Context: an optimization exercise on an open-source flow, tuned for small area, a short achievable clock period and few clock cycles per item. The choices shown serve that exercise and are no tape-out recipe. Function was checked by simulation only, so behaviour that the tests miss may differ from the original.

== nickel ==
Design dfr_top, start of the top module:
module dfr_top (
    input  logic                 clk,
    input  logic                 rst,
    input  logic                 wb_cyc,
    input  logic                 wb_stb,
    input  logic                 wb_we,
    input  logic [ADDR_W-1:0]    wb_adr,
    input  logic [WB_DATA_W-1:0] wb_dat_w,
    output logic [WB_DATA_W-1:0] wb_dat_r,
    output logic                 wb_ack
);
    logic                           start, core_busy, stat_done;
    logic                           idle, pre_v, iss_v, iss_run, iss_last, iss_s0, iss_zero;
    logic                           last_p1, rd_last;
    logic [NPL_W-1:0]               iss_i;
    logic [NODE_IDX_W-1:0]          iss_k;
    logic [SAMPLE_IDX_W-1:0]        sample_idx;
    logic [CNT_W-1:0]               init_cnt, main_cnt;
    logic [N_LANES-1:0][NODE_W-1:0] lane_mask, lane_weight;
    logic [NODE_W-1:0]              sample_u, sample0;
    logic [N_LANES-1:0][NODE_W-1:0] lane_mask0;
    logic [N_OUT-1:0][ACC_W-1:0]    out_sums;
    dfr_wb_regs u_regs (.*);
    dfr_core_controller u_ctrl (
        .*,
        .last_wb (rd_last)
    );
    dfr_reservoir u_res (.*);
endmodule
Size: roughly 8400 cells after synthesis, roughly 1700 flip-flops, ~78 I/O pins, ~100000 um^2 of cells after synthesis.
Settings: LEC_CHECK=0, CAP_MARGIN=20, CORE_MARGIN=2, CORE_UTILIZATION=50, CTS_CLUSTER_DIAMETER=100, CTS_CLUSTER_SIZE=20, SLEW_MARGIN=20; clock period 12.5 ns.
standard.sh (not shown) runs the stock make flow with config.mk's settings and CLKGATE_MAP_FILE= SYNTH_SCRIPT=/design/flow/synth_recipe.tcl, a recipe that flattens the netlist after the stock synthesis.
==> flow/flow/run.sh <==
#!/bin/bash
export SETUP_SLACK_MARGIN=8
bash standard.sh > standard.log 2>&1
Per the final summary, nickel finished and its layout is clean on timing, DRC and antenna.
Testbench counts of nickel, summed over its fixed seeds: cycles 16,820, jobs 256.
Input changes introduced in quartz (baseline for comparison: nickel):
# nickel
export LEC_CHECK = 0
export CAP_MARGIN = 20
export CORE_MARGIN = 2
export CORE_UTILIZATION = 50
export CTS_CLUSTER_DIAMETER = 100
export CTS_CLUSTER_SIZE = 20
export SLEW_MARGIN = 20
create_clock -name core_clock -period 12.5 [get_ports {clk}]
# quartz
export LEC_CHECK = 0
export CAP_MARGIN = 20
export CORE_MARGIN = 2
export CORE_UTILIZATION = 40
export CTS_CLUSTER_DIAMETER = 100
export CTS_CLUSTER_SIZE = 20
export SLEW_MARGIN = 20
create_clock -name core_clock -period 12.5 [get_ports {clk}]
--- a/flow/flow/run.sh
+++ b/flow/flow/run.sh
@@ -2 +2 @@
-export SETUP_SLACK_MARGIN=8
+export SETUP_SLACK_MARGIN=8.2
## What came out
- [quartz] diode insertion count for antenna repair rose 11 relative to nickel
- quartz vs nickel, critical path depth went down by 5.
- Between nickel and quartz, area used by multi-input combinational logic is lower for nickel, quartz comes in above that.
- Comparing nickel and quartz, the lower routed wire length is on nickel.
- The lower detail-routed via count per cell came out of quartz.
- Changes observed in quartz relative to nickel: cell count grew by about 6.4%; routed length on met1 moved up; routed length on met3 now larger.
Input changes introduced in raven (baseline for comparison: quartz):
# quartz
export LEC_CHECK = 0
export CAP_MARGIN = 20
export CORE_MARGIN = 2
export CORE_UTILIZATION = 40
export CTS_CLUSTER_DIAMETER = 100
export CTS_CLUSTER_SIZE = 20
export SLEW_MARGIN = 20
create_clock -name core_clock -period 12.5 [get_ports {clk}]
# raven
export LEC_CHECK = 0
export CAP_MARGIN = 20
export CORE_MARGIN = 2
export CORE_UTILIZATION = 40
export SLEW_MARGIN = 20
create_clock -name core_clock -period 12.5 [get_ports {clk}]
==> flow/flow/run.sh <==
#!/bin/bash
export SETUP_SLACK_MARGIN=8
bash standard.sh > standard.log 2>&1
==> notes.md <==
- A start point of the critical path of wb_stb is what quartz shows, while wb_adr[0] belongs to raven.
- Changes observed in raven relative to quartz: cell area now larger, least setup slack across all paths after layout now smaller.
Here is what was changed in the inputs of zinc compared with raven.
# raven
export LEC_CHECK = 0
export CAP_MARGIN = 20
export CORE_MARGIN = 2
export CORE_UTILIZATION = 40
export SLEW_MARGIN = 20
create_clock -name core_clock -period 12.5 [get_ports {clk}]
# zinc
export LEC_CHECK = 0
export CAP_MARGIN = 20
export CORE_MARGIN = 2
export CORE_UTILIZATION = 40
export CTS_CLUSTER_DIAMETER = 100
export CTS_CLUSTER_SIZE = 25
export SLEW_MARGIN = 20
create_clock -name core_clock -period 12.5 [get_ports {clk}]
--- a/flow/flow/run.sh
+++ b/flow/flow/run.sh
@@ -2 +2 @@
-export SETUP_SLACK_MARGIN=8
+export SETUP_SLACK_MARGIN=8.5
### Flow results
Relative area change from synthesis to final layout: zinc > raven
In the metrics for zinc and raven, the one carrying the lower final core area utilization is raven.
Peak fanout along the critical path (higher): raven

* * *

Starting RTL as in the previous note.
## dfr_top
module dfr_top (
    input  logic                 clk,
    input  logic                 rst,
    input  logic                 wb_cyc,
    input  logic                 wb_stb,
    input  logic                 wb_we,
    input  logic [ADDR_W-1:0]    wb_adr,
    input  logic [WB_DATA_W-1:0] wb_dat_w,
    output logic [WB_DATA_W-1:0] wb_dat_r,
    output logic                 wb_ack
);
    logic                           start, core_busy, stat_done;
    logic                           idle, pre_v, iss_v, iss_run, iss_last, iss_s0, iss_zero;
    logic                           last_p1, rd_last;
    logic [NPL_W-1:0]               iss_i;
    logic [NODE_IDX_W-1:0]          iss_k;
    logic [SAMPLE_IDX_W-1:0]        sample_idx;
    logic [CNT_W-1:0]               init_cnt, main_cnt;
    logic [N_LANES-1:0][NODE_W-1:0] lane_mask, lane_weight;
    logic [NODE_W-1:0]              sample_u, sample0;
    logic [N_LANES-1:0][NODE_W-1:0] lane_mask0;
    logic [N_OUT-1:0][ACC_W-1:0]    out_sums;
    dfr_wb_regs u_regs (.*);
    dfr_core_controller u_ctrl (
        .*,
        .last_wb (rd_last)
    );
    dfr_reservoir u_res (.*);
endmodule
clock: 12.5 ns
lec_check: 0
cap_margin: 20
core_margin: 2
core_utilization: 40
cts_cluster_diameter: 100
cts_cluster_size: 20
slew_margin: 20
==> flow/flow/run.sh <==
#!/bin/bash
export SETUP_SLACK_MARGIN=8
bash standard.sh > standard.log 2>&1
Testbench counts at the start, summed over its fixed seeds: cycles 16,820, jobs 256.
==> next run, changes <==
==> flow/flow/run.sh (replaced) <==
#!/bin/bash
export SETUP_SLACK_MARGIN=8.3
bash standard.sh > standard.log 2>&1
The new run ran to the end with no violations; routed wire length came out higher by 0.98%; global-route usage came out higher by 0.15 points; final cell count came out higher by about 0.6%; area after synthesis is unchanged; via count came out higher by about 0.8%; clock-buffer cell count came out lower by 16.
==> next run, changes <==
==> flow/flow/run.sh (replaced) <==
#!/bin/bash
export SETUP_SLACK_MARGIN=9
bash standard.sh > standard.log 2>&1
Effect:
- global-route usage went up by 2.1 points
- maximum frequency went up by 1.4%
- worst setup slack improves by 62 ps
- wire length went up by about 10%
- synthesized cell count stays the same
==> next run, changes <==
==> flow/flow/run.sh (replaced) <==
#!/bin/bash
export SETUP_SLACK_MARGIN=8.1
bash standard.sh > standard.log 2>&1
=> First-iteration DRC count fell by 11%. Setup slack got worse by 53 ps. Utilization goes down by 6.5 points. Clock-buffer cell count decreases by 16. Synthesized cell count is unchanged. Cell count goes down by 5.0%. Fmax goes down by 1.2%. Design area decreases by 13%.

==> static timing again, ports no longer ideal <==
The flow's constraints put no driver on any port. The routed layouts listed below were extracted and timed again, unchanged, in two steps.
Step 1: set_driving_cell puts a clkbuf_16 on clk and a buf_2 on each other input, an assumption about the parent block.
Step 2 moves the port delays by t, midway between the first and last clock arrival at a register: inputs arrive t later, outputs are due t later. That takes back most of the time a late clock gives input paths.
a / b / c = ideal ports / drivers / drivers and shift; a / b = the first two.
| run | t, ns | slack for setup (ns) | worst hold slack (ns) | cell pins on the clock port's net |
|---|---|---|---|---|
| nickel | 0.864 | 7.967 / 7.998 / 7.146 | 0.327 / 0.327 / 0.327 | 1 |
| quartz | 0.882 | 8.127 / 8.150 / 7.268 | 0.329 / 0.329 / 0.329 | 1 |
| raven | 0.934 | 7.967 / 7.951 / 7.066 | 0.325 / 0.325 / 0.325 | 1 |
| zinc | 0.878 | 8.121 / 8.153 / 7.275 | 0.331 / 0.331 / 0.331 | 1 |
| the first run of note 2 | 0.902 | 7.989 / 7.933 / 7.084 | 0.327 / 0.327 / 0.327 | 1 |
| the second run of note 2 | 0.887 | 8.065 / 8.113 / 7.226 | 0.332 / 0.332 / 0.332 | 1 |
| the third run of note 2 | 0.904 | 8.127 / 8.182 / 7.278 | 0.329 / 0.329 / 0.329 | 1 |
| the fourth run of note 2 | 0.906 | 8.075 / 8.021 / 7.242 | 0.333 / 0.333 / 0.333 | 1 |
After both steps every run listed still meets setup and hold. The setup slack of the first run of note 2, which loses most, moves by -0.056 ns with the drivers and by -0.905 ns with both steps.
